This design comes from an exercise in tuning for small area, a short achievable clock period and few clock cycles per item on the open sky130 flow, not from production work. The RTL was checked by simulation tests, not by an equivalence proof against the original design.

==> flow/design.v (outline; a module is shown in full before it is edited, if it fits) <==
// module pha_prop_mul: 362 lines
// module pha_acc_sum: 518 lines
// module pi_heading_aligner_top: 191 lines
module pi_heading_aligner_top (
  input  logic                                clk_i,
  input  logic                                rst_ni,
  input  logic                                cfg_we_i,
  input  logic [pha_pkg::AddrW-1:0]           cfg_addr_i,
  input  logic [pha_pkg::CfgDataW-1:0]        cfg_wdata_i,
  input  logic                                in_valid_i,
  output logic                                in_ready_o,
  input  logic signed [pha_pkg::ErrW-1:0]     heading_error_i,
  input  logic                                target_valid_i,
  output logic                                out_valid_o,
  input  logic                                out_ready_i,
  output logic signed [pha_pkg::DriveW-1:0]   left_drive_o,
  output logic signed [pha_pkg::DriveW-1:0]   right_drive_o,
  output logic signed [pha_pkg::DriveW-1:0]   steer_value_o,
  output logic                                aligned_o
);
  // ...
==> flow/flow/run.sh <==
#!/bin/bash
set -euo pipefail
MARGIN=$(cat "$(dirname "$0")/setup_margin.txt")
bash standard.sh finish SETUP_SLACK_MARGIN=$MARGIN > flow_make.log 2>&1
==> flow/flow/setup_margin.txt <==
10
==> flow/standard.sh <==
#!/bin/bash
# synth_recipe.tcl (not shown) runs the flow's synth.tcl, then flattens the netlist and writes it again
# the make line also repeats each setting of config.mk as NAME=value (left out here)
make -C /OpenROAD-flow-scripts/flow DESIGN_CONFIG=/design/flow/config.mk WORK_HOME=/design/flow/orfs CLKGATE_MAP_FILE= SYNTH_SCRIPT=/design/flow/synth_recipe.tcl "${@:-finish}"
==> flow/config.mk <==
export PLATFORM = sky130hd
export DESIGN_NAME = pi_heading_aligner_top
export DESIGN_NICKNAME = pi_heading_aligner_top
export VERILOG_FILES = /design/flow/design.v
export SDC_FILE = /design/flow/constraint.sdc
export NUM_CORES = 4
export LEC_CHECK = 0
export ABC_AREA = 1
export CAP_MARGIN = 20
export CORE_MARGIN = 2
export CORE_UTILIZATION = 40
export SLEW_MARGIN = 20
==> flow/constraint.sdc <==
create_clock -name core_clock -period 15.0 [get_ports {clk_i}]
set_input_delay 3.0000 -clock core_clock [delete_from_list [all_inputs] [get_ports {clk_i}]]
set_output_delay 3.0000 -clock core_clock [all_outputs]
set_load 0.01 [all_outputs]
==> key figures, run 1 <==
GRT
  – Met1 usage in global routing: a little over a third
  – Initial antenna violation count: 4
  – First-pass GRT wire length: between 100 and 150 mm

Final layout
  – Seq/total area: 17.6%
  – Fin cells: around 4700
  – Highest-count cells in the layout ignoring fill and taps: nand2_1, inv_1, xor2_1
  – Final Cell Area: 34900 µm²
  – Top cell category: multi-input gates
  – Non-clk bufs: 305
  – Layout area overhead: 23.0%
  – Antenna cells: 0
  – Top flop regs: cfg_q (69), s1_prop_q (30), integ_q (21)
  – Area of the multi-input gates: ~22000 µm²
  – FF/Latch Area: 6140 µm²
  – Clk tree area frac: approximately 2.7%

Worst setup path
  – R2r startpoint: cfg_q[42]$_DFFE_PN0P_
  – Critical path endpoint category: register
  – Crit path DAT: 5.78 ns
  – Buffer and inverter count on the worst path: 8
  – Flop-to-flop setup slack: 9.64 ns

Clock tree
  – CTS tree: yes
  – Clk slew on worst S/H paths: 0.06 ns

Synthesis
  – Seq/Total Area, Yosys: 21.5%
  – Simple-gate share of the synthesized area: between 15 and 20%
  – Largest family of logic cells by synthesized area: adder cells
  – Synthesis Warnings: 1
  – EDFF count, synth: 114
  – Adder-Cell Fraction of Synth Area: 26.6%
  – Post-synthesis xor/xnor area fraction: 11.4%

STA
  – Hold slack: roughly 0.44 ns
  – RSZ-0062 raised after global routing: yes
  – Setup Skew: 0.0225 ns
  – Final Worst Setup Slack: 9.64 ns

Detailed routing
  – # DRC: 0
  – DR vias: between 20000 and 30000
  – Pre-Repair DR Iteration Count: 6
  – Met1 WL: around 42 mm
  – Drt first-iter violations: 2733

Run status
  – Outcome: timing/DRC/antenna clean

Place
  – Setup WS pre-CTS: 8.30 ns

Floorplanning
  – Row Count: 97

Run
  – Max_cap viols: 0

Min path
  – Worst hold path class: register to register
Testbench counts, summed over its fixed seeds: cycles 5,952, items 5,760.
==> module pha_prop_mul, before the edit <==
module pha_prop_mul (
  input  logic [15:0] kp_i,
  input  logic [15:0] ki_i,
  input  logic [13:0] e_i,
  output logic [36:0] q_o
);
  wire pm_one0 = kp_i[0] ^ 1'b0;
  wire pm_two0 = (kp_i[1] & ~kp_i[0] & ~1'b0) | (~kp_i[1] & kp_i[0] & 1'b0);
  wire pm_neg0 = kp_i[1];
  wire pm_one1 = kp_i[2] ^ kp_i[1];
  wire pm_two1 = (kp_i[3] & ~kp_i[2] & ~kp_i[1]) | (~kp_i[3] & kp_i[2] & kp_i[1]);
  wire pm_neg1 = kp_i[3];
  wire pm_one2 = kp_i[4] ^ kp_i[3];
  wire pm_two2 = (kp_i[5] & ~kp_i[4] & ~kp_i[3]) | (~kp_i[5] & kp_i[4] & kp_i[3]);
  wire pm_neg2 = kp_i[5];
  wire pm_one3 = kp_i[6] ^ kp_i[5];
  wire pm_two3 = (kp_i[7] & ~kp_i[6] & ~kp_i[5]) | (~kp_i[7] & kp_i[6] & kp_i[5]);
  wire pm_neg3 = kp_i[7];
  wire pm_one4 = kp_i[8] ^ kp_i[7];
  wire pm_two4 = (kp_i[9] & ~kp_i[8] & ~kp_i[7]) | (~kp_i[9] & kp_i[8] & kp_i[7]);
  wire pm_neg4 = kp_i[9];
  wire pm_one5 = kp_i[10] ^ kp_i[9];
  wire pm_two5 = (kp_i[11] & ~kp_i[10] & ~kp_i[9]) | (~kp_i[11] & kp_i[10] & kp_i[9]);
  wire pm_neg5 = kp_i[11];
  wire pm_one6 = kp_i[12] ^ kp_i[11];
  wire pm_two6 = (kp_i[13] & ~kp_i[12] & ~kp_i[11]) | (~kp_i[13] & kp_i[12] & kp_i[11]);
  wire pm_neg6 = kp_i[13];
  wire pm_one7 = kp_i[14] ^ kp_i[13];
  wire pm_two7 = (kp_i[15] & ~kp_i[14] & ~kp_i[13]) | (~kp_i[15] & kp_i[14] & kp_i[13]);
  wire pm_neg7 = kp_i[15];
  wire pm_w0 = (pm_one0 & e_i[0]) ^ pm_neg0;
  wire pm_w1 = ((pm_one0 & e_i[1]) | (pm_two0 & e_i[0])) ^ pm_neg0;
  wire pm_w2 = ((pm_one0 & e_i[2]) | (pm_two0 & e_i[1])) ^ pm_neg0;
  wire pm_w3 = ((pm_one0 & e_i[3]) | (pm_two0 & e_i[2])) ^ pm_neg0;
  wire pm_w4 = ((pm_one0 & e_i[4]) | (pm_two0 & e_i[3])) ^ pm_neg0;
  wire pm_w5 = ((pm_one0 & e_i[5]) | (pm_two0 & e_i[4])) ^ pm_neg0;
  wire pm_w6 = ((pm_one0 & e_i[6]) | (pm_two0 & e_i[5])) ^ pm_neg0;
  wire pm_w7 = ((pm_one0 & e_i[7]) | (pm_two0 & e_i[6])) ^ pm_neg0;
  wire pm_w8 = ((pm_one0 & e_i[8]) | (pm_two0 & e_i[7])) ^ pm_neg0;
  wire pm_w9 = ((pm_one0 & e_i[9]) | (pm_two0 & e_i[8])) ^ pm_neg0;
  wire pm_w10 = ((pm_one0 & e_i[10]) | (pm_two0 & e_i[9])) ^ pm_neg0;
  wire pm_w11 = ((pm_one0 & e_i[11]) | (pm_two0 & e_i[10])) ^ pm_neg0;
  wire pm_w12 = ((pm_one0 & e_i[12]) | (pm_two0 & e_i[11])) ^ pm_neg0;
  wire pm_w13 = ((pm_one0 & e_i[13]) | (pm_two0 & e_i[12])) ^ pm_neg0;
  wire pm_w14 = ~(((pm_one0 & e_i[13]) | (pm_two0 & e_i[13])) ^ pm_neg0);
  wire pm_w15 = (pm_one1 & e_i[0]) ^ pm_neg1;
  wire pm_w16 = ((pm_one1 & e_i[1]) | (pm_two1 & e_i[0])) ^ pm_neg1;
  wire pm_w17 = ((pm_one1 & e_i[2]) | (pm_two1 & e_i[1])) ^ pm_neg1;
  wire pm_w18 = ((pm_one1 & e_i[3]) | (pm_two1 & e_i[2])) ^ pm_neg1;
  wire pm_w19 = ((pm_one1 & e_i[4]) | (pm_two1 & e_i[3])) ^ pm_neg1;
  wire pm_w20 = ((pm_one1 & e_i[5]) | (pm_two1 & e_i[4])) ^ pm_neg1;
  wire pm_w21 = ((pm_one1 & e_i[6]) | (pm_two1 & e_i[5])) ^ pm_neg1;
  wire pm_w22 = ((pm_one1 & e_i[7]) | (pm_two1 & e_i[6])) ^ pm_neg1;
  wire pm_w23 = ((pm_one1 & e_i[8]) | (pm_two1 & e_i[7])) ^ pm_neg1;
  wire pm_w24 = ((pm_one1 & e_i[9]) | (pm_two1 & e_i[8])) ^ pm_neg1;
  wire pm_w25 = ((pm_one1 & e_i[10]) | (pm_two1 & e_i[9])) ^ pm_neg1;
  wire pm_w26 = ((pm_one1 & e_i[11]) | (pm_two1 & e_i[10])) ^ pm_neg1;
  wire pm_w27 = ((pm_one1 & e_i[12]) | (pm_two1 & e_i[11])) ^ pm_neg1;
  wire pm_w28 = ((pm_one1 & e_i[13]) | (pm_two1 & e_i[12])) ^ pm_neg1;
  wire pm_w29 = ~(((pm_one1 & e_i[13]) | (pm_two1 & e_i[13])) ^ pm_neg1);
  wire pm_w30 = (pm_one2 & e_i[0]) ^ pm_neg2;
  wire pm_w31 = ((pm_one2 & e_i[1]) | (pm_two2 & e_i[0])) ^ pm_neg2;
  wire pm_w32 = ((pm_one2 & e_i[2]) | (pm_two2 & e_i[1])) ^ pm_neg2;
  wire pm_w33 = ((pm_one2 & e_i[3]) | (pm_two2 & e_i[2])) ^ pm_neg2;
  wire pm_w34 = ((pm_one2 & e_i[4]) | (pm_two2 & e_i[3])) ^ pm_neg2;
  wire pm_w35 = ((pm_one2 & e_i[5]) | (pm_two2 & e_i[4])) ^ pm_neg2;
  wire pm_w36 = ((pm_one2 & e_i[6]) | (pm_two2 & e_i[5])) ^ pm_neg2;
  wire pm_w37 = ((pm_one2 & e_i[7]) | (pm_two2 & e_i[6])) ^ pm_neg2;
  wire pm_w38 = ((pm_one2 & e_i[8]) | (pm_two2 & e_i[7])) ^ pm_neg2;
  wire pm_w39 = ((pm_one2 & e_i[9]) | (pm_two2 & e_i[8])) ^ pm_neg2;
  wire pm_w40 = ((pm_one2 & e_i[10]) | (pm_two2 & e_i[9])) ^ pm_neg2;
  wire pm_w41 = ((pm_one2 & e_i[11]) | (pm_two2 & e_i[10])) ^ pm_neg2;
  wire pm_w42 = ((pm_one2 & e_i[12]) | (pm_two2 & e_i[11])) ^ pm_neg2;
  wire pm_w43 = ((pm_one2 & e_i[13]) | (pm_two2 & e_i[12])) ^ pm_neg2;
  wire pm_w44 = ~(((pm_one2 & e_i[13]) | (pm_two2 & e_i[13])) ^ pm_neg2);
  wire pm_w45 = (pm_one3 & e_i[0]) ^ pm_neg3;
  wire pm_w46 = ((pm_one3 & e_i[1]) | (pm_two3 & e_i[0])) ^ pm_neg3;
  wire pm_w47 = ((pm_one3 & e_i[2]) | (pm_two3 & e_i[1])) ^ pm_neg3;
  wire pm_w48 = ((pm_one3 & e_i[3]) | (pm_two3 & e_i[2])) ^ pm_neg3;
  wire pm_w49 = ((pm_one3 & e_i[4]) | (pm_two3 & e_i[3])) ^ pm_neg3;
  wire pm_w50 = ((pm_one3 & e_i[5]) | (pm_two3 & e_i[4])) ^ pm_neg3;
  wire pm_w51 = ((pm_one3 & e_i[6]) | (pm_two3 & e_i[5])) ^ pm_neg3;
  wire pm_w52 = ((pm_one3 & e_i[7]) | (pm_two3 & e_i[6])) ^ pm_neg3;
  wire pm_w53 = ((pm_one3 & e_i[8]) | (pm_two3 & e_i[7])) ^ pm_neg3;
  wire pm_w54 = ((pm_one3 & e_i[9]) | (pm_two3 & e_i[8])) ^ pm_neg3;
  wire pm_w55 = ((pm_one3 & e_i[10]) | (pm_two3 & e_i[9])) ^ pm_neg3;
  wire pm_w56 = ((pm_one3 & e_i[11]) | (pm_two3 & e_i[10])) ^ pm_neg3;
  wire pm_w57 = ((pm_one3 & e_i[12]) | (pm_two3 & e_i[11])) ^ pm_neg3;
  wire pm_w58 = ((pm_one3 & e_i[13]) | (pm_two3 & e_i[12])) ^ pm_neg3;
  wire pm_w59 = ~(((pm_one3 & e_i[13]) | (pm_two3 & e_i[13])) ^ pm_neg3);
  wire pm_w60 = (pm_one4 & e_i[0]) ^ pm_neg4;
  wire pm_w61 = ((pm_one4 & e_i[1]) | (pm_two4 & e_i[0])) ^ pm_neg4;
  wire pm_w62 = ((pm_one4 & e_i[2]) | (pm_two4 & e_i[1])) ^ pm_neg4;
  wire pm_w63 = ((pm_one4 & e_i[3]) | (pm_two4 & e_i[2])) ^ pm_neg4;
  wire pm_w64 = ((pm_one4 & e_i[4]) | (pm_two4 & e_i[3])) ^ pm_neg4;
  wire pm_w65 = ((pm_one4 & e_i[5]) | (pm_two4 & e_i[4])) ^ pm_neg4;
  wire pm_w66 = ((pm_one4 & e_i[6]) | (pm_two4 & e_i[5])) ^ pm_neg4;
  wire pm_w67 = ((pm_one4 & e_i[7]) | (pm_two4 & e_i[6])) ^ pm_neg4;
  wire pm_w68 = ((pm_one4 & e_i[8]) | (pm_two4 & e_i[7])) ^ pm_neg4;
  wire pm_w69 = ((pm_one4 & e_i[9]) | (pm_two4 & e_i[8])) ^ pm_neg4;
  wire pm_w70 = ((pm_one4 & e_i[10]) | (pm_two4 & e_i[9])) ^ pm_neg4;
  wire pm_w71 = ((pm_one4 & e_i[11]) | (pm_two4 & e_i[10])) ^ pm_neg4;
  wire pm_w72 = ((pm_one4 & e_i[12]) | (pm_two4 & e_i[11])) ^ pm_neg4;
  wire pm_w73 = ((pm_one4 & e_i[13]) | (pm_two4 & e_i[12])) ^ pm_neg4;
  wire pm_w74 = ~(((pm_one4 & e_i[13]) | (pm_two4 & e_i[13])) ^ pm_neg4);
  wire pm_w75 = (pm_one5 & e_i[0]) ^ pm_neg5;
  wire pm_w76 = ((pm_one5 & e_i[1]) | (pm_two5 & e_i[0])) ^ pm_neg5;
  wire pm_w77 = ((pm_one5 & e_i[2]) | (pm_two5 & e_i[1])) ^ pm_neg5;
  wire pm_w78 = ((pm_one5 & e_i[3]) | (pm_two5 & e_i[2])) ^ pm_neg5;
  wire pm_w79 = ((pm_one5 & e_i[4]) | (pm_two5 & e_i[3])) ^ pm_neg5;
  wire pm_w80 = ((pm_one5 & e_i[5]) | (pm_two5 & e_i[4])) ^ pm_neg5;
  wire pm_w81 = ((pm_one5 & e_i[6]) | (pm_two5 & e_i[5])) ^ pm_neg5;
  wire pm_w82 = ((pm_one5 & e_i[7]) | (pm_two5 & e_i[6])) ^ pm_neg5;
  wire pm_w83 = ((pm_one5 & e_i[8]) | (pm_two5 & e_i[7])) ^ pm_neg5;
  wire pm_w84 = ((pm_one5 & e_i[9]) | (pm_two5 & e_i[8])) ^ pm_neg5;
  wire pm_w85 = ((pm_one5 & e_i[10]) | (pm_two5 & e_i[9])) ^ pm_neg5;
  wire pm_w86 = ((pm_one5 & e_i[11]) | (pm_two5 & e_i[10])) ^ pm_neg5;
  wire pm_w87 = ((pm_one5 & e_i[12]) | (pm_two5 & e_i[11])) ^ pm_neg5;
  wire pm_w88 = ((pm_one5 & e_i[13]) | (pm_two5 & e_i[12])) ^ pm_neg5;
  wire pm_w89 = ~(((pm_one5 & e_i[13]) | (pm_two5 & e_i[13])) ^ pm_neg5);
  wire pm_w90 = (pm_one6 & e_i[0]) ^ pm_neg6;
  wire pm_w91 = ((pm_one6 & e_i[1]) | (pm_two6 & e_i[0])) ^ pm_neg6;
  wire pm_w92 = ((pm_one6 & e_i[2]) | (pm_two6 & e_i[1])) ^ pm_neg6;
  wire pm_w93 = ((pm_one6 & e_i[3]) | (pm_two6 & e_i[2])) ^ pm_neg6;
  wire pm_w94 = ((pm_one6 & e_i[4]) | (pm_two6 & e_i[3])) ^ pm_neg6;
  wire pm_w95 = ((pm_one6 & e_i[5]) | (pm_two6 & e_i[4])) ^ pm_neg6;
  wire pm_w96 = ((pm_one6 & e_i[6]) | (pm_two6 & e_i[5])) ^ pm_neg6;
  wire pm_w97 = ((pm_one6 & e_i[7]) | (pm_two6 & e_i[6])) ^ pm_neg6;
  wire pm_w98 = ((pm_one6 & e_i[8]) | (pm_two6 & e_i[7])) ^ pm_neg6;
  wire pm_w99 = ((pm_one6 & e_i[9]) | (pm_two6 & e_i[8])) ^ pm_neg6;
  wire pm_w100 = ((pm_one6 & e_i[10]) | (pm_two6 & e_i[9])) ^ pm_neg6;
  wire pm_w101 = ((pm_one6 & e_i[11]) | (pm_two6 & e_i[10])) ^ pm_neg6;
  wire pm_w102 = ((pm_one6 & e_i[12]) | (pm_two6 & e_i[11])) ^ pm_neg6;
  wire pm_w103 = ((pm_one6 & e_i[13]) | (pm_two6 & e_i[12])) ^ pm_neg6;
  wire pm_w104 = ~(((pm_one6 & e_i[13]) | (pm_two6 & e_i[13])) ^ pm_neg6);
  wire pm_w105 = (pm_one7 & e_i[0]) ^ pm_neg7;
  wire pm_w106 = ((pm_one7 & e_i[1]) | (pm_two7 & e_i[0])) ^ pm_neg7;
  wire pm_w107 = ((pm_one7 & e_i[2]) | (pm_two7 & e_i[1])) ^ pm_neg7;
  wire pm_w108 = ((pm_one7 & e_i[3]) | (pm_two7 & e_i[2])) ^ pm_neg7;
  wire pm_w109 = ((pm_one7 & e_i[4]) | (pm_two7 & e_i[3])) ^ pm_neg7;
  wire pm_w110 = ((pm_one7 & e_i[5]) | (pm_two7 & e_i[4])) ^ pm_neg7;
  wire pm_w111 = ((pm_one7 & e_i[6]) | (pm_two7 & e_i[5])) ^ pm_neg7;
  wire pm_w112 = ((pm_one7 & e_i[7]) | (pm_two7 & e_i[6])) ^ pm_neg7;
  wire pm_w113 = ((pm_one7 & e_i[8]) | (pm_two7 & e_i[7])) ^ pm_neg7;
  wire pm_w114 = ((pm_one7 & e_i[9]) | (pm_two7 & e_i[8])) ^ pm_neg7;
  wire pm_w115 = ((pm_one7 & e_i[10]) | (pm_two7 & e_i[9])) ^ pm_neg7;
  wire pm_w116 = ((pm_one7 & e_i[11]) | (pm_two7 & e_i[10])) ^ pm_neg7;
  wire pm_w117 = ((pm_one7 & e_i[12]) | (pm_two7 & e_i[11])) ^ pm_neg7;
  wire pm_w118 = ((pm_one7 & e_i[13]) | (pm_two7 & e_i[12])) ^ pm_neg7;
  wire pm_w119 = ~(((pm_one7 & e_i[13]) | (pm_two7 & e_i[13])) ^ pm_neg7);
  wire am_neg0 = ki_i[1];
  wire am_neg1 = ki_i[3];
  wire am_neg2 = ki_i[5];
  wire am_neg3 = ki_i[7];
  wire am_neg4 = ki_i[9];
  wire am_neg5 = ki_i[11];
  wire am_neg6 = ki_i[13];
  wire am_neg7 = ki_i[15];
  wire pm_w120 = am_neg7 ^ ~pm_neg7;
  wire pm_w121 = am_neg7 & ~pm_neg7;
  wire pm_s122 = pm_w8 ^ pm_w21;
  wire pm_c122 = pm_w8 & pm_w21;
  wire pm_s123 = pm_w10 ^ pm_w23 ^ pm_w36;
  wire pm_c123 = (pm_w10 & pm_w23) | (pm_w10 & pm_w36) | (pm_w23 & pm_w36);
  wire pm_s124 = pm_w11 ^ pm_w24;
  wire pm_c124 = pm_w11 & pm_w24;
  wire pm_s125 = pm_w12 ^ pm_w25 ^ pm_w38;
  wire pm_c125 = (pm_w12 & pm_w25) | (pm_w12 & pm_w38) | (pm_w25 & pm_w38);
  wire pm_s126 = pm_w51 ^ pm_w64 ^ pm_w77;
  wire pm_c126 = (pm_w51 & pm_w64) | (pm_w51 & pm_w77) | (pm_w64 & pm_w77);
  wire pm_s127 = pm_w13 ^ pm_w26 ^ pm_w39;
  wire pm_c127 = (pm_w13 & pm_w26) | (pm_w13 & pm_w39) | (pm_w26 & pm_w39);
  wire pm_s128 = pm_w52 ^ pm_w65;
  wire pm_c128 = pm_w52 & pm_w65;
  wire pm_s129 = pm_w14 ^ pm_w27 ^ pm_w40;
  wire pm_c129 = (pm_w14 & pm_w27) | (pm_w14 & pm_w40) | (pm_w27 & pm_w40);
  wire pm_s130 = pm_w53 ^ pm_w66 ^ pm_w79;
  wire pm_c130 = (pm_w53 & pm_w66) | (pm_w53 & pm_w79) | (pm_w66 & pm_w79);
  wire pm_s131 = pm_w92 ^ pm_w105;
  wire pm_c131 = pm_w92 & pm_w105;
  wire pm_s132 = pm_w28 ^ pm_w41 ^ pm_w54;
  wire pm_c132 = (pm_w28 & pm_w41) | (pm_w28 & pm_w54) | (pm_w41 & pm_w54);
  wire pm_s133 = pm_w67 ^ pm_w80 ^ pm_w93;
  wire pm_c133 = (pm_w67 & pm_w80) | (pm_w67 & pm_w93) | (pm_w80 & pm_w93);
  wire pm_s134 = pm_w106 ^ ~pm_neg7 ^ pm_w121;
  wire pm_c134 = (pm_w106 & ~pm_neg7) | (pm_w106 & pm_w121) | (~pm_neg7 & pm_w121);
  wire pm_s135 = pm_w29 ^ pm_w42 ^ pm_w55;
  wire pm_c135 = (pm_w29 & pm_w42) | (pm_w29 & pm_w55) | (pm_w42 & pm_w55);
  wire pm_s136 = pm_w68 ^ pm_w81 ^ pm_w94;
  wire pm_c136 = (pm_w68 & pm_w81) | (pm_w68 & pm_w94) | (pm_w81 & pm_w94);
  wire pm_s137 = pm_w107 ^ pm_neg7;
  wire pm_c137 = pm_w107 & pm_neg7;
  wire pm_s138 = pm_w43 ^ pm_w56 ^ pm_w69;
  wire pm_c138 = (pm_w43 & pm_w56) | (pm_w43 & pm_w69) | (pm_w56 & pm_w69);
  wire pm_s139 = pm_w82 ^ pm_w95 ^ pm_w108;
  wire pm_c139 = (pm_w82 & pm_w95) | (pm_w82 & pm_w108) | (pm_w95 & pm_w108);
  wire pm_s140 = pm_w44 ^ pm_w57 ^ pm_w70;
  wire pm_c140 = (pm_w44 & pm_w57) | (pm_w44 & pm_w70) | (pm_w57 & pm_w70);
  wire pm_s141 = pm_w58 ^ pm_w71;
  wire pm_c141 = pm_w58 & pm_w71;
  wire pm_s142 = pm_w4 ^ pm_w17;
  wire pm_c142 = pm_w4 & pm_w17;
  wire pm_s143 = pm_w6 ^ pm_w19 ^ pm_w32;
  wire pm_c143 = (pm_w6 & pm_w19) | (pm_w6 & pm_w32) | (pm_w19 & pm_w32);
  wire pm_s144 = pm_w7 ^ pm_w20;
  wire pm_c144 = pm_w7 & pm_w20;
  wire pm_s145 = pm_s122 ^ pm_w34 ^ pm_w47;
  wire pm_c145 = (pm_s122 & pm_w34) | (pm_s122 & pm_w47) | (pm_w34 & pm_w47);
  wire pm_s146 = pm_w60 ^ pm_neg4;
  wire pm_c146 = pm_w60 & pm_neg4;
  wire pm_s147 = pm_c122 ^ pm_w9 ^ pm_w22;
  wire pm_c147 = (pm_c122 & pm_w9) | (pm_c122 & pm_w22) | (pm_w9 & pm_w22);
  wire pm_s148 = pm_w35 ^ pm_w48 ^ pm_w61;
  wire pm_c148 = (pm_w35 & pm_w48) | (pm_w35 & pm_w61) | (pm_w48 & pm_w61);
  wire pm_s149 = pm_s123 ^ pm_w49 ^ pm_w62;
  wire pm_c149 = (pm_s123 & pm_w49) | (pm_s123 & pm_w62) | (pm_w49 & pm_w62);
  wire pm_s150 = pm_w75 ^ pm_neg5 ^ am_neg5;
  wire pm_c150 = (pm_w75 & pm_neg5) | (pm_w75 & am_neg5) | (pm_neg5 & am_neg5);
  wire pm_s151 = pm_c123 ^ pm_s124 ^ pm_w37;
  wire pm_c151 = (pm_c123 & pm_s124) | (pm_c123 & pm_w37) | (pm_s124 & pm_w37);
  wire pm_s152 = pm_w50 ^ pm_w63 ^ pm_w76;
  wire pm_c152 = (pm_w50 & pm_w63) | (pm_w50 & pm_w76) | (pm_w63 & pm_w76);
  wire pm_s153 = pm_c124 ^ pm_s125 ^ pm_s126;
  wire pm_c153 = (pm_c124 & pm_s125) | (pm_c124 & pm_s126) | (pm_s125 & pm_s126);
  wire pm_s154 = pm_w90 ^ pm_neg6 ^ am_neg6;
  wire pm_c154 = (pm_w90 & pm_neg6) | (pm_w90 & am_neg6) | (pm_neg6 & am_neg6);
  wire pm_s155 = pm_c125 ^ pm_c126 ^ pm_s127;
  wire pm_c155 = (pm_c125 & pm_c126) | (pm_c125 & pm_s127) | (pm_c126 & pm_s127);
  wire pm_s156 = pm_s128 ^ pm_w78 ^ pm_w91;
  wire pm_c156 = (pm_s128 & pm_w78) | (pm_s128 & pm_w91) | (pm_w78 & pm_w91);
  wire pm_s157 = pm_c127 ^ pm_c128 ^ pm_s129;
  wire pm_c157 = (pm_c127 & pm_c128) | (pm_c127 & pm_s129) | (pm_c128 & pm_s129);
  wire pm_s158 = pm_s130 ^ pm_s131 ^ pm_w120;
  wire pm_c158 = (pm_s130 & pm_s131) | (pm_s130 & pm_w120) | (pm_s131 & pm_w120);
  wire pm_s159 = pm_c129 ^ pm_c130 ^ pm_c131;
  wire pm_c159 = (pm_c129 & pm_c130) | (pm_c129 & pm_c131) | (pm_c130 & pm_c131);
  wire pm_s160 = pm_s132 ^ pm_s133 ^ pm_s134;
  wire pm_c160 = (pm_s132 & pm_s133) | (pm_s132 & pm_s134) | (pm_s133 & pm_s134);
  wire pm_s161 = pm_c132 ^ pm_c133 ^ pm_c134;
  wire pm_c161 = (pm_c132 & pm_c133) | (pm_c132 & pm_c134) | (pm_c133 & pm_c134);
  wire pm_s162 = pm_s135 ^ pm_s136 ^ pm_s137;
  wire pm_c162 = (pm_s135 & pm_s136) | (pm_s135 & pm_s137) | (pm_s136 & pm_s137);
  wire pm_s163 = pm_c135 ^ pm_c136 ^ pm_c137;
  wire pm_c163 = (pm_c135 & pm_c136) | (pm_c135 & pm_c137) | (pm_c136 & pm_c137);
  wire pm_s164 = pm_s138 ^ pm_s139 ^ 1'b1;
  wire pm_c164 = (pm_s138 & pm_s139) | (pm_s138 & 1'b1) | (pm_s139 & 1'b1);
  wire pm_s165 = pm_c138 ^ pm_c139 ^ pm_s140;
  wire pm_c165 = (pm_c138 & pm_c139) | (pm_c138 & pm_s140) | (pm_c139 & pm_s140);
  wire pm_s166 = pm_w83 ^ pm_w96 ^ pm_w109;
  wire pm_c166 = (pm_w83 & pm_w96) | (pm_w83 & pm_w109) | (pm_w96 & pm_w109);
  wire pm_s167 = pm_c140 ^ pm_s141 ^ pm_w84;
  wire pm_c167 = (pm_c140 & pm_s141) | (pm_c140 & pm_w84) | (pm_s141 & pm_w84);
  wire pm_s168 = pm_w97 ^ pm_w110 ^ 1'b1;
  wire pm_c168 = (pm_w97 & pm_w110) | (pm_w97 & 1'b1) | (pm_w110 & 1'b1);
  wire pm_s169 = pm_c141 ^ pm_w59 ^ pm_w72;
  wire pm_c169 = (pm_c141 & pm_w59) | (pm_c141 & pm_w72) | (pm_w59 & pm_w72);
  wire pm_s170 = pm_w85 ^ pm_w98 ^ pm_w111;
  wire pm_c170 = (pm_w85 & pm_w98) | (pm_w85 & pm_w111) | (pm_w98 & pm_w111);
  wire pm_s171 = pm_w73 ^ pm_w86 ^ pm_w99;
  wire pm_c171 = (pm_w73 & pm_w86) | (pm_w73 & pm_w99) | (pm_w86 & pm_w99);
  wire pm_s172 = pm_w74 ^ pm_w87;
  wire pm_c172 = pm_w74 & pm_w87;
  wire pm_s173 = pm_w2 ^ pm_w15;
  wire pm_c173 = pm_w2 & pm_w15;
  wire pm_s174 = pm_s142 ^ pm_w30;
  wire pm_c174 = pm_s142 & pm_w30;
  wire pm_s175 = pm_c142 ^ pm_w5 ^ pm_w18;
  wire pm_c175 = (pm_c142 & pm_w5) | (pm_c142 & pm_w18) | (pm_w5 & pm_w18);
  wire pm_s176 = pm_s143 ^ pm_w45 ^ pm_neg3;
  wire pm_c176 = (pm_s143 & pm_w45) | (pm_s143 & pm_neg3) | (pm_w45 & pm_neg3);
  wire pm_s177 = pm_c143 ^ pm_s144 ^ pm_w33;
  wire pm_c177 = (pm_c143 & pm_s144) | (pm_c143 & pm_w33) | (pm_s144 & pm_w33);
  wire pm_s178 = pm_c144 ^ pm_s145 ^ pm_s146;
  wire pm_c178 = (pm_c144 & pm_s145) | (pm_c144 & pm_s146) | (pm_s145 & pm_s146);
  wire pm_s179 = pm_c145 ^ pm_c146 ^ pm_s147;
  wire pm_c179 = (pm_c145 & pm_c146) | (pm_c145 & pm_s147) | (pm_c146 & pm_s147);
  wire pm_s180 = pm_c147 ^ pm_c148 ^ pm_s149;
  wire pm_c180 = (pm_c147 & pm_c148) | (pm_c147 & pm_s149) | (pm_c148 & pm_s149);
  wire pm_s181 = pm_c149 ^ pm_c150 ^ pm_s151;
  wire pm_c181 = (pm_c149 & pm_c150) | (pm_c149 & pm_s151) | (pm_c150 & pm_s151);
  wire pm_s182 = pm_c151 ^ pm_c152 ^ pm_s153;
  wire pm_c182 = (pm_c151 & pm_c152) | (pm_c151 & pm_s153) | (pm_c152 & pm_s153);
  wire pm_s183 = pm_c153 ^ pm_c154 ^ pm_s155;
  wire pm_c183 = (pm_c153 & pm_c154) | (pm_c153 & pm_s155) | (pm_c154 & pm_s155);
  wire pm_s184 = pm_c155 ^ pm_c156 ^ pm_s157;
  wire pm_c184 = (pm_c155 & pm_c156) | (pm_c155 & pm_s157) | (pm_c156 & pm_s157);
  wire pm_s185 = pm_c157 ^ pm_c158 ^ pm_s159;
  wire pm_c185 = (pm_c157 & pm_c158) | (pm_c157 & pm_s159) | (pm_c158 & pm_s159);
  wire pm_s186 = pm_c159 ^ pm_c160 ^ pm_s161;
  wire pm_c186 = (pm_c159 & pm_c160) | (pm_c159 & pm_s161) | (pm_c160 & pm_s161);
  wire pm_s187 = pm_c161 ^ pm_c162 ^ pm_s163;
  wire pm_c187 = (pm_c161 & pm_c162) | (pm_c161 & pm_s163) | (pm_c162 & pm_s163);
  wire pm_s188 = pm_c163 ^ pm_c164 ^ pm_s165;
  wire pm_c188 = (pm_c163 & pm_c164) | (pm_c163 & pm_s165) | (pm_c164 & pm_s165);
  wire pm_s189 = pm_c165 ^ pm_c166 ^ pm_s167;
  wire pm_c189 = (pm_c165 & pm_c166) | (pm_c165 & pm_s167) | (pm_c166 & pm_s167);
  wire pm_s190 = pm_c167 ^ pm_c168 ^ pm_s169;
  wire pm_c190 = (pm_c167 & pm_c168) | (pm_c167 & pm_s169) | (pm_c168 & pm_s169);
  wire pm_s191 = pm_c169 ^ pm_c170 ^ pm_s171;
  wire pm_c191 = (pm_c169 & pm_c170) | (pm_c169 & pm_s171) | (pm_c170 & pm_s171);
  wire pm_s192 = pm_c171 ^ pm_s172 ^ pm_w100;
  wire pm_c192 = (pm_c171 & pm_s172) | (pm_c171 & pm_w100) | (pm_s172 & pm_w100);
  wire pm_s193 = pm_c172 ^ pm_w88 ^ pm_w101;
  wire pm_c193 = (pm_c172 & pm_w88) | (pm_c172 & pm_w101) | (pm_w88 & pm_w101);
  wire pm_s194 = pm_w89 ^ pm_w102;
  wire pm_c194 = pm_w89 & pm_w102;
  wire pm_s195 = pm_w0 ^ pm_neg0;
  wire pm_c195 = pm_w0 & pm_neg0;
  wire pm_s196 = pm_s173 ^ pm_neg1;
  wire pm_c196 = pm_s173 & pm_neg1;
  wire pm_s197 = pm_c173 ^ pm_w3 ^ pm_w16;
  wire pm_c197 = (pm_c173 & pm_w3) | (pm_c173 & pm_w16) | (pm_w3 & pm_w16);
  wire pm_s198 = pm_s174 ^ pm_neg2 ^ am_neg2;
  wire pm_c198 = (pm_s174 & pm_neg2) | (pm_s174 & am_neg2) | (pm_neg2 & am_neg2);
  wire pm_s199 = pm_c174 ^ pm_s175 ^ pm_w31;
  wire pm_c199 = (pm_c174 & pm_s175) | (pm_c174 & pm_w31) | (pm_s175 & pm_w31);
  wire pm_s200 = pm_c175 ^ pm_s176 ^ am_neg3;
  wire pm_c200 = (pm_c175 & pm_s176) | (pm_c175 & am_neg3) | (pm_s176 & am_neg3);
  wire pm_s201 = pm_c176 ^ pm_s177 ^ pm_w46;
  wire pm_c201 = (pm_c176 & pm_s177) | (pm_c176 & pm_w46) | (pm_s177 & pm_w46);
  wire pm_s202 = pm_c177 ^ pm_s178 ^ am_neg4;
  wire pm_c202 = (pm_c177 & pm_s178) | (pm_c177 & am_neg4) | (pm_s178 & am_neg4);
  wire pm_s203 = pm_c178 ^ pm_s179 ^ pm_s148;
  wire pm_c203 = (pm_c178 & pm_s179) | (pm_c178 & pm_s148) | (pm_s179 & pm_s148);
  wire pm_s204 = pm_c179 ^ pm_s180 ^ pm_s150;
  wire pm_c204 = (pm_c179 & pm_s180) | (pm_c179 & pm_s150) | (pm_s180 & pm_s150);
  wire pm_s205 = pm_c180 ^ pm_s181 ^ pm_s152;
  wire pm_c205 = (pm_c180 & pm_s181) | (pm_c180 & pm_s152) | (pm_s181 & pm_s152);
  wire pm_s206 = pm_c181 ^ pm_s182 ^ pm_s154;
  wire pm_c206 = (pm_c181 & pm_s182) | (pm_c181 & pm_s154) | (pm_s182 & pm_s154);
  wire pm_s207 = pm_c182 ^ pm_s183 ^ pm_s156;
  wire pm_c207 = (pm_c182 & pm_s183) | (pm_c182 & pm_s156) | (pm_s183 & pm_s156);
  wire pm_s208 = pm_c183 ^ pm_s184 ^ pm_s158;
  wire pm_c208 = (pm_c183 & pm_s184) | (pm_c183 & pm_s158) | (pm_s184 & pm_s158);
  wire pm_s209 = pm_c184 ^ pm_s185 ^ pm_s160;
  wire pm_c209 = (pm_c184 & pm_s185) | (pm_c184 & pm_s160) | (pm_s185 & pm_s160);
  wire pm_s210 = pm_c185 ^ pm_s186 ^ pm_s162;
  wire pm_c210 = (pm_c185 & pm_s186) | (pm_c185 & pm_s162) | (pm_s186 & pm_s162);
  wire pm_s211 = pm_c186 ^ pm_s187 ^ pm_s164;
  wire pm_c211 = (pm_c186 & pm_s187) | (pm_c186 & pm_s164) | (pm_s187 & pm_s164);
  wire pm_s212 = pm_c187 ^ pm_s188 ^ pm_s166;
  wire pm_c212 = (pm_c187 & pm_s188) | (pm_c187 & pm_s166) | (pm_s188 & pm_s166);
  wire pm_s213 = pm_c188 ^ pm_s189 ^ pm_s168;
  wire pm_c213 = (pm_c188 & pm_s189) | (pm_c188 & pm_s168) | (pm_s189 & pm_s168);
  wire pm_s214 = pm_c189 ^ pm_s190 ^ pm_s170;
  wire pm_c214 = (pm_c189 & pm_s190) | (pm_c189 & pm_s170) | (pm_s190 & pm_s170);
  wire pm_s215 = pm_c190 ^ pm_s191 ^ pm_w112;
  wire pm_c215 = (pm_c190 & pm_s191) | (pm_c190 & pm_w112) | (pm_s191 & pm_w112);
  wire pm_s216 = pm_c191 ^ pm_s192 ^ pm_w113;
  wire pm_c216 = (pm_c191 & pm_s192) | (pm_c191 & pm_w113) | (pm_s192 & pm_w113);
  wire pm_s217 = pm_c192 ^ pm_s193 ^ pm_w114;
  wire pm_c217 = (pm_c192 & pm_s193) | (pm_c192 & pm_w114) | (pm_s193 & pm_w114);
  wire pm_s218 = pm_c193 ^ pm_s194 ^ pm_w115;
  wire pm_c218 = (pm_c193 & pm_s194) | (pm_c193 & pm_w115) | (pm_s194 & pm_w115);
  wire pm_s219 = pm_c194 ^ pm_w103 ^ pm_w116;
  wire pm_c219 = (pm_c194 & pm_w103) | (pm_c194 & pm_w116) | (pm_w103 & pm_w116);
  wire pm_s220 = pm_w104 ^ pm_w117;
  wire pm_c220 = pm_w104 & pm_w117;
  wire [36:0] pm_r0 = {1'b1, 1'b0, 1'b1, 1'b0, 1'b1, 1'b0, 1'b1, 1'b0, pm_w119, pm_c220, pm_c219, pm_c218, pm_c217, pm_c216, pm_c215, pm_c214, pm_c213, pm_c212, pm_c211, pm_c210, pm_c209, pm_c208, pm_c207, pm_c206, pm_c205, pm_c204, pm_c203, pm_c202, pm_c201, pm_c200, pm_c199, pm_c198, pm_c197, pm_c196, pm_s196, pm_c195, pm_s195};
  wire [36:0] pm_r1 = {1'b0, 1'b0, 1'b0, 1'b0, 1'b0, 1'b0, 1'b0, 1'b0, 1'b0, pm_w118, pm_s220, pm_s219, pm_s218, pm_s217, pm_s216, pm_s215, pm_s214, pm_s213, pm_s212, pm_s211, pm_s210, pm_s209, pm_s208, pm_s207, pm_s206, pm_s205, pm_s204, pm_s203, pm_s202, pm_s201, pm_s200, pm_s199, pm_s198, pm_s197, am_neg1, pm_w1, am_neg0};
  assign q_o = pm_r0 + pm_r1;
endmodule
==> module pi_heading_aligner_top, before the edit <==
module pi_heading_aligner_top (
  input  logic                                clk_i,
  input  logic                                rst_ni,
  input  logic                                cfg_we_i,
  input  logic [pha_pkg::AddrW-1:0]           cfg_addr_i,
  input  logic [pha_pkg::CfgDataW-1:0]        cfg_wdata_i,
  input  logic                                in_valid_i,
  output logic                                in_ready_o,
  input  logic signed [pha_pkg::ErrW-1:0]     heading_error_i,
  input  logic                                target_valid_i,
  output logic                                out_valid_o,
  input  logic                                out_ready_i,
  output logic signed [pha_pkg::DriveW-1:0]   left_drive_o,
  output logic signed [pha_pkg::DriveW-1:0]   right_drive_o,
  output logic signed [pha_pkg::DriveW-1:0]   steer_value_o,
  output logic                                aligned_o
);
  localparam int unsigned IW = 21;   
  pha_pkg::cfg_t cfg_q;
  logic sk_valid_q, s0_valid_q, s1_valid_q, s2_valid_q, out_valid_q;
  logic adv, s0_load, in_acc;
  logic [ErrW-1:0]        sk_err_q, s0_err_q;
  logic                   sk_tgt_q, s0_tgt_q, s1_tgt_q, s2_tgt_q;
  logic signed [IW-1:0]   integ_q;
  logic [36:0]            s1_prop_q;
  logic [DriveW-1:0]      s2_raw_q;
  logic                   s2_ones_q, s2_zeros_q, s2_neg_q;
  logic signed [DriveW-1:0] left_q, right_q, steer_q;
  logic                   aligned_q;
  always_ff @(posedge clk_i or negedge rst_ni) begin
    if (!rst_ni) begin
      cfg_q.prop_gain      <= '0;
      cfg_q.integ_gain     <= '0;
      cfg_q.integ_limit    <= '0;
      cfg_q.speed_limit    <= SpeedLimReset;
      cfg_q.seek_direction <= SeekNone;
    end else if (cfg_we_i) begin
      unique case (cfg_addr_i)
        RegPropGain:  cfg_q.prop_gain      <= $signed(cfg_wdata_i[GainW-1:0]);
        RegIntegGain: cfg_q.integ_gain     <= $signed(cfg_wdata_i[GainW-1:0]);
        RegIntegLim:  cfg_q.integ_limit    <= cfg_wdata_i[ILimW-1:0];
        RegSpeedLim:  cfg_q.speed_limit    <= cfg_wdata_i[SpdW-1:0];
        RegSeekDir:   cfg_q.seek_direction <= cfg_wdata_i[SeekW-1:0];
        default: ;
      endcase
    end
  end
  assign adv        = !out_valid_q || out_ready_i;
  assign s0_load    = adv || !s0_valid_q;
  assign in_ready_o = !sk_valid_q;
  assign in_acc     = in_valid_i && !sk_valid_q;
  always_ff @(posedge clk_i or negedge rst_ni) begin
    if (!rst_ni) begin
      sk_valid_q  <= 1'b0;
      s0_valid_q  <= 1'b0;
      s1_valid_q  <= 1'b0;
      s2_valid_q  <= 1'b0;
      out_valid_q <= 1'b0;
    end else begin
      if (s0_load) begin
        sk_valid_q <= 1'b0;
        s0_valid_q <= sk_valid_q || in_acc;
      end else if (in_acc) begin
        sk_valid_q <= 1'b1;
      end
      if (adv) begin
        s1_valid_q  <= s0_valid_q;
        s2_valid_q  <= s1_valid_q;
        out_valid_q <= s2_valid_q;
      end
    end
  end
  always_ff @(posedge clk_i) begin
    if (!sk_valid_q) begin
      sk_err_q <= heading_error_i;
      sk_tgt_q <= target_valid_i;
    end
  end
  always_ff @(posedge clk_i) begin
    if (s0_load) begin
      s0_err_q <= sk_valid_q ? sk_err_q : heading_error_i;
      s0_tgt_q <= sk_valid_q ? sk_tgt_q : target_valid_i;
    end
  end
  logic signed [IW:0]   sum_x;
  logic signed [IW+1:0] hi_x, lo_x, lim_x, integ_x, err_x;
  logic signed [IW-1:0] integ_d, nlim;
  logic [36:0]          prop_d;
  always_comb begin
    lim_x   = $signed({{(IW+2-ILimW){1'b0}}, cfg_q.integ_limit});
    integ_x = {{2{integ_q[IW-1]}}, integ_q};
    err_x   = {{(IW+2-ErrW){s0_err_q[ErrW-1]}}, s0_err_q};
    sum_x   = integ_x[IW:0] + err_x[IW:0];
    hi_x    = lim_x - integ_x - err_x;
    lo_x    = integ_x + err_x + lim_x;
    nlim    = -lim_x[IW-1:0];
    if (!s0_tgt_q) begin
      integ_d = '0;
    end else if (hi_x[IW+1]) begin
      integ_d = lim_x[IW-1:0];
    end else if (lo_x[IW+1]) begin
      integ_d = nlim;
    end else begin
      integ_d = sum_x[IW-1:0];
    end
  end
  pha_prop_mul u_prop (
    .kp_i (cfg_q.prop_gain),
    .ki_i (cfg_q.integ_gain),
    .e_i  (s0_err_q),
    .q_o  (prop_d)
  );
  always_ff @(posedge clk_i or negedge rst_ni) begin
    if (!rst_ni) begin
      integ_q <= '0;
    end else if (adv && s0_valid_q) begin
      integ_q <= integ_d;
    end
  end
  always_ff @(posedge clk_i) begin
    if (adv) begin
      s1_prop_q <= prop_d;
      s1_tgt_q  <= s0_tgt_q;
    end
  end
  logic [36:0] acc;
  pha_acc_sum u_acc (
    .ki_i    (cfg_q.integ_gain),
    .integ_i (integ_q),
    .q_i     (s1_prop_q),
    .acc_o   (acc)
  );
  always_ff @(posedge clk_i) begin
    if (adv) begin
      s2_raw_q   <= acc[20:5];
      s2_ones_q  <= &acc[36:21];
      s2_zeros_q <= ~|acc[36:21];
      s2_neg_q   <= acc[36];
      s2_tgt_q   <= s1_tgt_q;
    end
  end
  logic signed [DriveW-1:0] pi_steer, steer_d, right_d, left_d, spd, nspd, nsteer;
  logic                     in_range, neg, over;
  logic [SpdW-1:0]          mag;
  always_comb begin
    in_range = (s2_ones_q && s2_raw_q[DriveW-1]) || (s2_zeros_q && !s2_raw_q[DriveW-1]);
    if (in_range) begin
      pi_steer = s2_raw_q;
    end else begin
      pi_steer = s2_neg_q ? 16'sh8000 : 16'sh7fff;
    end
    if (s2_tgt_q) begin
      steer_d = pi_steer;
    end else if (cfg_q.seek_direction == SeekLeft) begin
      steer_d = SeekValue;
    end else if (cfg_q.seek_direction == SeekRight) begin
      steer_d = -SeekValue;
    end else begin
      steer_d = '0;
    end
    spd    = $signed({1'b0, cfg_q.speed_limit});
    nspd   = -spd;
    nsteer = -steer_d;
    neg    = steer_d[DriveW-1];
    mag    = steer_d[SpdW-1:0] ^ {SpdW{neg}};
    over   = {mag, neg} > {cfg_q.speed_limit, 1'b0};
    if (!over) begin
      right_d = steer_d;
      left_d  = nsteer;
    end else if (neg) begin
      right_d = nspd;
      left_d  = spd;
    end else begin
      right_d = spd;
      left_d  = nspd;
    end
  end
  always_ff @(posedge clk_i) begin
    if (adv) begin
      steer_q   <= steer_d;
      right_q   <= right_d;
      left_q    <= left_d;
      aligned_q <= s2_tgt_q && ((steer_d == '0) || (cfg_q.speed_limit == '0));
    end
  end
  assign out_valid_o   = out_valid_q;
  assign left_drive_o  = left_q;
  assign right_drive_o = right_q;
  assign steer_value_o = steer_q;
  assign aligned_o     = aligned_q;
endmodule
==> run 2, diff against run 1 <==
--- a/flow/design.v
+++ b/flow/design.v
@@ -21,5 +21,6 @@
   localparam logic [SpdW-1:0] SpeedLimReset = 15'd16384;
+  localparam int unsigned GainEncW = 3 * GainW / 2;
   typedef struct packed {
-    logic signed [GainW-1:0] prop_gain;
-    logic signed [GainW-1:0] integ_gain;
+    logic [GainEncW-1:0]     prop_gain;
+    logic [GainEncW-1:0]     integ_gain;
     logic [ILimW-1:0]        integ_limit;
@@ -30,4 +31,4 @@
 module pha_prop_mul (
-  input  logic [15:0] kp_i,
-  input  logic [15:0] ki_i,
+  input  logic [23:0] kp_i,
+  input  logic [23:0] ki_i,
   input  logic [13:0] e_i,
@@ -35,26 +36,26 @@
 );
-  wire pm_one0 = kp_i[0] ^ 1'b0;
-  wire pm_two0 = (kp_i[1] & ~kp_i[0] & ~1'b0) | (~kp_i[1] & kp_i[0] & 1'b0);
-  wire pm_neg0 = kp_i[1];
-  wire pm_one1 = kp_i[2] ^ kp_i[1];
-  wire pm_two1 = (kp_i[3] & ~kp_i[2] & ~kp_i[1]) | (~kp_i[3] & kp_i[2] & kp_i[1]);
-  wire pm_neg1 = kp_i[3];
-  wire pm_one2 = kp_i[4] ^ kp_i[3];
-  wire pm_two2 = (kp_i[5] & ~kp_i[4] & ~kp_i[3]) | (~kp_i[5] & kp_i[4] & kp_i[3]);
-  wire pm_neg2 = kp_i[5];
-  wire pm_one3 = kp_i[6] ^ kp_i[5];
-  wire pm_two3 = (kp_i[7] & ~kp_i[6] & ~kp_i[5]) | (~kp_i[7] & kp_i[6] & kp_i[5]);
-  wire pm_neg3 = kp_i[7];
-  wire pm_one4 = kp_i[8] ^ kp_i[7];
-  wire pm_two4 = (kp_i[9] & ~kp_i[8] & ~kp_i[7]) | (~kp_i[9] & kp_i[8] & kp_i[7]);
-  wire pm_neg4 = kp_i[9];
-  wire pm_one5 = kp_i[10] ^ kp_i[9];
-  wire pm_two5 = (kp_i[11] & ~kp_i[10] & ~kp_i[9]) | (~kp_i[11] & kp_i[10] & kp_i[9]);
-  wire pm_neg5 = kp_i[11];
-  wire pm_one6 = kp_i[12] ^ kp_i[11];
-  wire pm_two6 = (kp_i[13] & ~kp_i[12] & ~kp_i[11]) | (~kp_i[13] & kp_i[12] & kp_i[11]);
-  wire pm_neg6 = kp_i[13];
-  wire pm_one7 = kp_i[14] ^ kp_i[13];
-  wire pm_two7 = (kp_i[15] & ~kp_i[14] & ~kp_i[13]) | (~kp_i[15] & kp_i[14] & kp_i[13]);
-  wire pm_neg7 = kp_i[15];
+  wire pm_one0 = kp_i[0];
+  wire pm_two0 = kp_i[1];
+  wire pm_neg0 = kp_i[2];
+  wire pm_one1 = kp_i[3];
+  wire pm_two1 = kp_i[4];
+  wire pm_neg1 = kp_i[5];
+  wire pm_one2 = kp_i[6];
+  wire pm_two2 = kp_i[7];
+  wire pm_neg2 = kp_i[8];
+  wire pm_one3 = kp_i[9];
+  wire pm_two3 = kp_i[10];
+  wire pm_neg3 = kp_i[11];
+  wire pm_one4 = kp_i[12];
+  wire pm_two4 = kp_i[13];
+  wire pm_neg4 = kp_i[14];
+  wire pm_one5 = kp_i[15];
+  wire pm_two5 = kp_i[16];
+  wire pm_neg5 = kp_i[17];
+  wire pm_one6 = kp_i[18];
+  wire pm_two6 = kp_i[19];
+  wire pm_neg6 = kp_i[20];
+  wire pm_one7 = kp_i[21];
+  wire pm_two7 = kp_i[22];
+  wire pm_neg7 = kp_i[23];
   wire pm_w0 = (pm_one0 & e_i[0]) ^ pm_neg0;
@@ -179,10 +180,10 @@
   wire pm_w119 = ~(((pm_one7 & e_i[13]) | (pm_two7 & e_i[13])) ^ pm_neg7);
-  wire am_neg0 = ki_i[1];
-  wire am_neg1 = ki_i[3];
-  wire am_neg2 = ki_i[5];
-  wire am_neg3 = ki_i[7];
-  wire am_neg4 = ki_i[9];
-  wire am_neg5 = ki_i[11];
-  wire am_neg6 = ki_i[13];
-  wire am_neg7 = ki_i[15];
+  wire am_neg0 = ki_i[2];
+  wire am_neg1 = ki_i[5];
+  wire am_neg2 = ki_i[8];
+  wire am_neg3 = ki_i[11];
+  wire am_neg4 = ki_i[14];
+  wire am_neg5 = ki_i[17];
+  wire am_neg6 = ki_i[20];
+  wire am_neg7 = ki_i[23];
   wire pm_w120 = am_neg7 ^ ~pm_neg7;
@@ -392,3 +393,3 @@
 module pha_acc_sum (
-  input  logic [15:0] ki_i,
+  input  logic [23:0] ki_i,
   input  logic [20:0] integ_i,
@@ -397,26 +398,26 @@
 );
-  wire am_one0 = ki_i[0] ^ 1'b0;
-  wire am_two0 = (ki_i[1] & ~ki_i[0] & ~1'b0) | (~ki_i[1] & ki_i[0] & 1'b0);
-  wire am_neg0 = ki_i[1];
-  wire am_one1 = ki_i[2] ^ ki_i[1];
-  wire am_two1 = (ki_i[3] & ~ki_i[2] & ~ki_i[1]) | (~ki_i[3] & ki_i[2] & ki_i[1]);
-  wire am_neg1 = ki_i[3];
-  wire am_one2 = ki_i[4] ^ ki_i[3];
-  wire am_two2 = (ki_i[5] & ~ki_i[4] & ~ki_i[3]) | (~ki_i[5] & ki_i[4] & ki_i[3]);
-  wire am_neg2 = ki_i[5];
-  wire am_one3 = ki_i[6] ^ ki_i[5];
-  wire am_two3 = (ki_i[7] & ~ki_i[6] & ~ki_i[5]) | (~ki_i[7] & ki_i[6] & ki_i[5]);
-  wire am_neg3 = ki_i[7];
-  wire am_one4 = ki_i[8] ^ ki_i[7];
-  wire am_two4 = (ki_i[9] & ~ki_i[8] & ~ki_i[7]) | (~ki_i[9] & ki_i[8] & ki_i[7]);
-  wire am_neg4 = ki_i[9];
-  wire am_one5 = ki_i[10] ^ ki_i[9];
-  wire am_two5 = (ki_i[11] & ~ki_i[10] & ~ki_i[9]) | (~ki_i[11] & ki_i[10] & ki_i[9]);
-  wire am_neg5 = ki_i[11];
-  wire am_one6 = ki_i[12] ^ ki_i[11];
-  wire am_two6 = (ki_i[13] & ~ki_i[12] & ~ki_i[11]) | (~ki_i[13] & ki_i[12] & ki_i[11]);
-  wire am_neg6 = ki_i[13];
-  wire am_one7 = ki_i[14] ^ ki_i[13];
-  wire am_two7 = (ki_i[15] & ~ki_i[14] & ~ki_i[13]) | (~ki_i[15] & ki_i[14] & ki_i[13]);
-  wire am_neg7 = ki_i[15];
+  wire am_one0 = ki_i[0];
+  wire am_two0 = ki_i[1];
+  wire am_neg0 = ki_i[2];
+  wire am_one1 = ki_i[3];
+  wire am_two1 = ki_i[4];
+  wire am_neg1 = ki_i[5];
+  wire am_one2 = ki_i[6];
+  wire am_two2 = ki_i[7];
+  wire am_neg2 = ki_i[8];
+  wire am_one3 = ki_i[9];
+  wire am_two3 = ki_i[10];
+  wire am_neg3 = ki_i[11];
+  wire am_one4 = ki_i[12];
+  wire am_two4 = ki_i[13];
+  wire am_neg4 = ki_i[14];
+  wire am_one5 = ki_i[15];
+  wire am_two5 = ki_i[16];
+  wire am_neg5 = ki_i[17];
+  wire am_one6 = ki_i[18];
+  wire am_two6 = ki_i[19];
+  wire am_neg6 = ki_i[20];
+  wire am_one7 = ki_i[21];
+  wire am_two7 = ki_i[22];
+  wire am_neg7 = ki_i[23];
   wire am_w0 = (am_one0 & integ_i[0]) ^ am_neg0;
@@ -930,3 +931,3 @@
   logic sk_valid_q, s0_valid_q, s1_valid_q, s2_valid_q, out_valid_q;
-  logic adv, s0_load, in_acc;
+  logic adv, s0_load, in_acc, in_ready_q;
   logic [ErrW-1:0]        sk_err_q, s0_err_q;
@@ -935,6 +936,17 @@
   logic [36:0]            s1_prop_q;
-  logic [DriveW-1:0]      s2_raw_q;
-  logic                   s2_ones_q, s2_zeros_q, s2_neg_q;
+  logic [36:5]            s2_acc_q;
   logic signed [DriveW-1:0] left_q, right_q, steer_q;
   logic                   aligned_q;
+  logic [GainEncW-1:0] gain_enc;
+  always_comb begin
+    for (int j = 0; j < GainW / 2; j++) begin
+      logic y1, y0, ym;
+      y1 = cfg_wdata_i[2*j+1];
+      y0 = cfg_wdata_i[2*j];
+      ym = (j == 0) ? 1'b0 : cfg_wdata_i[2*j-1];
+      gain_enc[3*j]   = y0 ^ ym;
+      gain_enc[3*j+1] = (y1 & !y0 & !ym) | (!y1 & y0 & ym);
+      gain_enc[3*j+2] = y1;
+    end
+  end
   always_ff @(posedge clk_i or negedge rst_ni) begin
@@ -948,4 +960,4 @@
       unique case (cfg_addr_i)
-        RegPropGain:  cfg_q.prop_gain      <= $signed(cfg_wdata_i[GainW-1:0]);
-        RegIntegGain: cfg_q.integ_gain     <= $signed(cfg_wdata_i[GainW-1:0]);
+        RegPropGain:  cfg_q.prop_gain      <= gain_enc;
+        RegIntegGain: cfg_q.integ_gain     <= gain_enc;
         RegIntegLim:  cfg_q.integ_limit    <= cfg_wdata_i[ILimW-1:0];
@@ -959,3 +971,3 @@
   assign s0_load    = adv || !s0_valid_q;
-  assign in_ready_o = !sk_valid_q;
+  assign in_ready_o = in_ready_q;
   assign in_acc     = in_valid_i && !sk_valid_q;
@@ -963,2 +975,11 @@
     if (!rst_ni) begin
+      in_ready_q <= 1'b1;
+    end else if (s0_load) begin
+      in_ready_q <= 1'b1;
+    end else if (in_acc) begin
+      in_ready_q <= 1'b0;
+    end
+  end
+  always_ff @(posedge clk_i or negedge rst_ni) begin
+    if (!rst_ni) begin
       sk_valid_q  <= 1'b0;
@@ -995,21 +1016,22 @@
   logic signed [IW:0]   sum_x;
-  logic signed [IW+1:0] hi_x, lo_x, lim_x, integ_x, err_x;
-  logic signed [IW-1:0] integ_d, nlim;
+  logic [IW-1:0]        imag;
+  logic                 sneg, over_lim;
+  logic signed [IW-1:0] integ_d, nlim, plim;
   logic [36:0]          prop_d;
   always_comb begin
-    lim_x   = $signed({{(IW+2-ILimW){1'b0}}, cfg_q.integ_limit});
-    integ_x = {{2{integ_q[IW-1]}}, integ_q};
-    err_x   = {{(IW+2-ErrW){s0_err_q[ErrW-1]}}, s0_err_q};
-    sum_x   = integ_x[IW:0] + err_x[IW:0];
-    hi_x    = lim_x - integ_x - err_x;
-    lo_x    = integ_x + err_x + lim_x;
-    nlim    = -lim_x[IW-1:0];
+    sum_x    = {integ_q[IW-1], integ_q}
+             + {{(IW+1-ErrW){s0_err_q[ErrW-1]}}, s0_err_q};
+    sneg     = sum_x[IW];
+    imag     = sum_x[IW-1:0] ^ {IW{sneg}};
+    over_lim = {imag, sneg} > {{(IW-ILimW){1'b0}}, cfg_q.integ_limit, 1'b0};
+    plim     = $signed({{(IW-ILimW){1'b0}}, cfg_q.integ_limit});
+    nlim     = -plim;
     if (!s0_tgt_q) begin
       integ_d = '0;
-    end else if (hi_x[IW+1]) begin
-      integ_d = lim_x[IW-1:0];
-    end else if (lo_x[IW+1]) begin
+    end else if (!over_lim) begin
+      integ_d = sum_x[IW-1:0];
+    end else if (sneg) begin
       integ_d = nlim;
     end else begin
-      integ_d = sum_x[IW-1:0];
+      integ_d = plim;
     end
@@ -1044,7 +1066,4 @@
     if (adv) begin
-      s2_raw_q   <= acc[20:5];
-      s2_ones_q  <= &acc[36:21];
-      s2_zeros_q <= ~|acc[36:21];
-      s2_neg_q   <= acc[36];
-      s2_tgt_q   <= s1_tgt_q;
+      s2_acc_q <= acc[36:5];
+      s2_tgt_q <= s1_tgt_q;
     end
@@ -1055,7 +1074,7 @@
   always_comb begin
-    in_range = (s2_ones_q && s2_raw_q[DriveW-1]) || (s2_zeros_q && !s2_raw_q[DriveW-1]);
+    in_range = (&s2_acc_q[36:20]) || !(|s2_acc_q[36:20]);
     if (in_range) begin
-      pi_steer = s2_raw_q;
+      pi_steer = s2_acc_q[20:5];
     end else begin
-      pi_steer = s2_neg_q ? 16'sh8000 : 16'sh7fff;
+      pi_steer = s2_acc_q[36] ? 16'sh8000 : 16'sh7fff;
     end
==> run 2 against run 1 <==
Still clean on timing, DRC and antenna. Global-route usage decreased by 1.4 points. Non-clock buffer count increased by 52. Register-to-register slack improved by 0.33 ns. Clock skew decreased by 0.0062 ns. Count of clock-buffer cells in the layout increased by 4. First-iteration DRC count increased by 10%. Flip-flop and latch count increased by 30. Critical path depth decreased by 7. Area after synthesis decreased by 0.88%. Highest routed layer is now met4.
==> key figures, run 2 <==
Synthesis
  – Post-Syn Area: 28100 µm² (was 28400 µm²)
  – Synth Instances: 3497 (was 3588)
  – Seq/Total Area, Yosys: 24.6% (was 21.5%)
  – Main synth FF type: edfxtp_1 (unchanged)
  – Adder-Cell Fraction of Synth Area: 22.3% (was 26.6%)
  – Synthesis Warnings: 1 (unchanged)
  – Simple-gate share of the synthesized area: 15.1% (was 16.6%)
  – Top-area cell type share of the netlist area: 15.2% (was 17.6%)
  – Synth area leader: fa_1 (unchanged)
  – Largest family of logic cells by synthesized area: adder cells (unchanged)
  – EDFF count, synth: 127 (was 114)
  – Syn_area_per_cell: 8.05 µm² (was 7.91 µm²)
  – Synth area leaders: fa_1, edfxtp_1, xor2_1 (unchanged)
  – Commonest cells post-synth: nand2_1, inv_1, xor2_1 (unchanged)
  – Post-synthesis xor/xnor area fraction: 13.0% (was 11.4%)

Floorplanning
  – I/O pins: 94 (unchanged)
  – Die height: 269 µm (was 270 µm)
  – Core area: 69800 µm² (was 70100 µm²)
  – Row Count: 97 (unchanged)
  – Starting Density: 40.3% (was 40.5%)

STA
  – Worst-Margin Slew: 0.885 ns (was 0.911 ns)
  – Final Worst Setup Slack: 9.97 ns (was 9.64 ns)
  – RSZ-0062 raised after global routing: yes (unchanged)
  – Setup Skew: 0.0163 ns (was 0.0225 ns)
  – Setup TNS: 0 ns (unchanged)
  – Max-slew headroom: 40.8% (was 39.1%)
  – Min Clock Period, post-route: 5.03 ns (was 5.36 ns)
  – Endpoints failing setup: 0 (unchanged)

Detailed routing
  – Antenna Nets Post-Route: 0 (unchanged)
  – DR vias: 25800 (was 26100)
  – # DRC: 0 (unchanged)
  – Pre-Repair DR Iteration Count: 8 (was 6)
  – Drt first-iter violations: 3011 (was 2733)
  – Routed WL: 95.6 mm (was 98.6 mm)

Run
  – Max_cap viols: 0 (unchanged)

GRT
  – Overflow after GRT: 0 (unchanged)
  – Overall Global Routing Usage: 24.6% (was 25.9%)
  – First-pass GRT wire length: 141 mm (was 148 mm)
  – Number of global-route vias before repair: 24100 (was 24900)
  – Initial antenna violation count: 0 (was 4)
  – Largest net degree at the start of global routing: 63 (was 59)

Place
  – DP Cell Count: 4384 (was 4489)
  – Routability Congestion: 0.933 (was 0.914)
  – Setup WS pre-CTS: 8.96 ns (was 8.30 ns)
  – Port buffer count: 93 (unchanged)

Worst setup path
  – Critical path class: register to register (unchanged)
  – Delay-heaviest family, CP: adder cells (unchanged)
  – CP startpoint kind: register (unchanged)
  – Buffer and inverter count on the worst path: 6 (was 8)
  – Worst path required time: 15.34 ns (was 15.42 ns)
  – Crit-path cells: clkinvlp_4 > o22ai_1 > xor2_1 > fa_1 > fa_1 > inv_1 > fa_1 > inv_1 > fa_1 > inv_1 > ha_4 > a21oi_1 > o21a_1 > inv_1 > a21oi_1 > o21ai_1 > a21oi_2 > inv_1 > a21oi_1 > xnor2_1
  – Critical path endpoint category: register (unchanged)
  – Crit path DAT: 5.36 ns (was 5.78 ns)
  – CP dominant cell by count: inv_1 (unchanged)

Clock tree
  – Clk slew on worst S/H paths: 0.07 ns (was 0.06 ns)
  – Root Buffer Master: clkbuf_16 (unchanged)
  – CTS tree: yes (unchanged)
  – Longest Clk Path Bufs: 3 (unchanged)
  – Clk latency of the worst-skew pair: 0.59 ns (was 0.58 ns)

Final layout
  – Top flop regs: cfg_q (85), s2_acc_q (32), s1_prop_q (30) (was cfg_q (69), s1_prop_q (30), integ_q (21))
  – Final-stage net count: 4163 (was 4275)
  – Layout area overhead: 22.6% (was 23.0%)
  – Most common cell after layout, fill and taps aside: nand2_1 (unchanged)
  – Fin cells: 4711 (was 4739)
  – Filler cell count: 6585 (was 6786)
  – Highest-count cells in the layout ignoring fill and taps: nand2_1, inv_1, xor2_1 (unchanged)
  – Antenna cells: 0 (unchanged)

Min path
  – Worst hold path class: register to register (unchanged)

Run status
  – Outcome: timing/DRC/antenna clean (unchanged)
[run 2: changes by cell type in the layout (fill, tap and decap cells not counted), sizes merged, moves of 43 or more]
cell | previous run | this run
buf | 204 | 264
clkinvlp | 20 | 85
ha | 203 | 160
nand2 | 676 | 623
nor2 | 231 | 172
xor2 | 333 | 381
[run 2: worst paths after layout]
path	from	to	slack, ns	cells past startpoint
worst min-delay path	s1_tgt_q$_DFFE_PP_	s2_tgt_q$_DFFE_PP_	0.43	0
worst max-delay path	integ_q[12]$_DFFE_PN0P_	s2_acc_q[25]$_DFFE_PP_	9.97	20
worst min register to register	s1_tgt_q$_DFFE_PP_	s2_tgt_q$_DFFE_PP_	0.43	0
worst max register to register	integ_q[12]$_DFFE_PN0P_	s2_acc_q[25]$_DFFE_PP_	9.97	20
min in group asynchronous	rst_ni	s0_valid_q$_DFFE_PN0N_	2.46	1
max in group asynchronous	rst_ni	cfg_q[39]$_DFFE_PN0P_	11.22	2
[run 2: stage by stage]
step	area (µm²)	hold WS [ns]
2_1_floorplan	28300	0.400
3_3_place_gp	29800	0.402
3_5_place_dp	29800	0.405
4_1_cts	32400	0.427
5_1_grt	34500	0.439
6_report	34500	0.431
[run 2: area by class of cell]
| type | instances | area (µm²) | area share, % |
|---|---|---|---|
| well taps | 940 | 1180 | 3.41 |
| inverters | 610 | 2540 | 7.35 |
| multi-input cells | 2472 | 19400 | 56.4 |
| repair inverters | 21 | 140 | 0.406 |
| repair buffers | 357 | 3140 | 9.09 |
| flip-flops and latches | 254 | 6990 | 20.3 |
| clock buffers | 38 | 853 | 2.47 |
| clock inverters | 19 | 215 | 0.624 |
[run 2: per-layer routing]
layer  global-route usage, %  vias up  wire length [µm]
met1                    33.2    12200             39600
li1                        -    11900                 -
met4                    10.6        0              5150
met2                    39.0     1382             42300
met3                    3.73      358              8570
met5                       0        -                 0
[run 2: cells by family (layout without fill, tap and decap cells)]
logic type	Yosys count	after routing
simple gates	989	990
buf+inv	772	1045
compound gates	677	677
xor+xnor	417	417
fa+ha+maj	373	373
flops	254	254
mux	15	15
[run 2: repair_timing]
item / 4_1_cts / 5_1_grt
pin swaps: 4 / 64
setup endpoints to repair: 68 / 75
setup buffers: 131 / 116
cloned: 17 / 6
resized for setup: 125 / 259
[run 2: worst reg2reg max path, delay by kind of cell, from the launching register on]
family,cells,cell delay [ns]
compound gates,7,1.28
buf+inv,6,0.51
xor+xnor,2,0.32
flops,1,0.45
fa+ha+maj,5,2.20
Testbench counts of run 2, summed over its fixed seeds: cycles 5,952, items 5,760.

port drivers added, routing unchanged:
The flow's constraints put no driver on any port. The routed layouts listed below were extracted and timed again, unchanged, in two steps.
Step 1 assumes that a clkbuf_16 drives the clock port and a buf_2 every other input.
Step 2 adds t to the input delays and takes it off the output delays; t is the mean of the earliest and latest rising clock arrival at the registers after step 1. Input paths then give back, and output paths get back, about the clock's delay inside the block.
Three values: ideal ports, drivers, drivers and shift; two values: the first two.
run | t, ns | slack for setup (ns) | worst setup path at the end | worst data-port slew with drivers (ns) | cell pins on the clock port's net
run 1 | 0.629 | 9.639 / 9.639 / 9.639 | register to register | 0.08 | 1
run 2 | 0.635 | 9.972 / 9.972 / 9.557 | input to register | 0.08 | 1
After both steps every run listed still meets setup and hold. The setup slack of run 2, which loses most, moves by 0.000 ns with the drivers and by -0.415 ns with both steps.
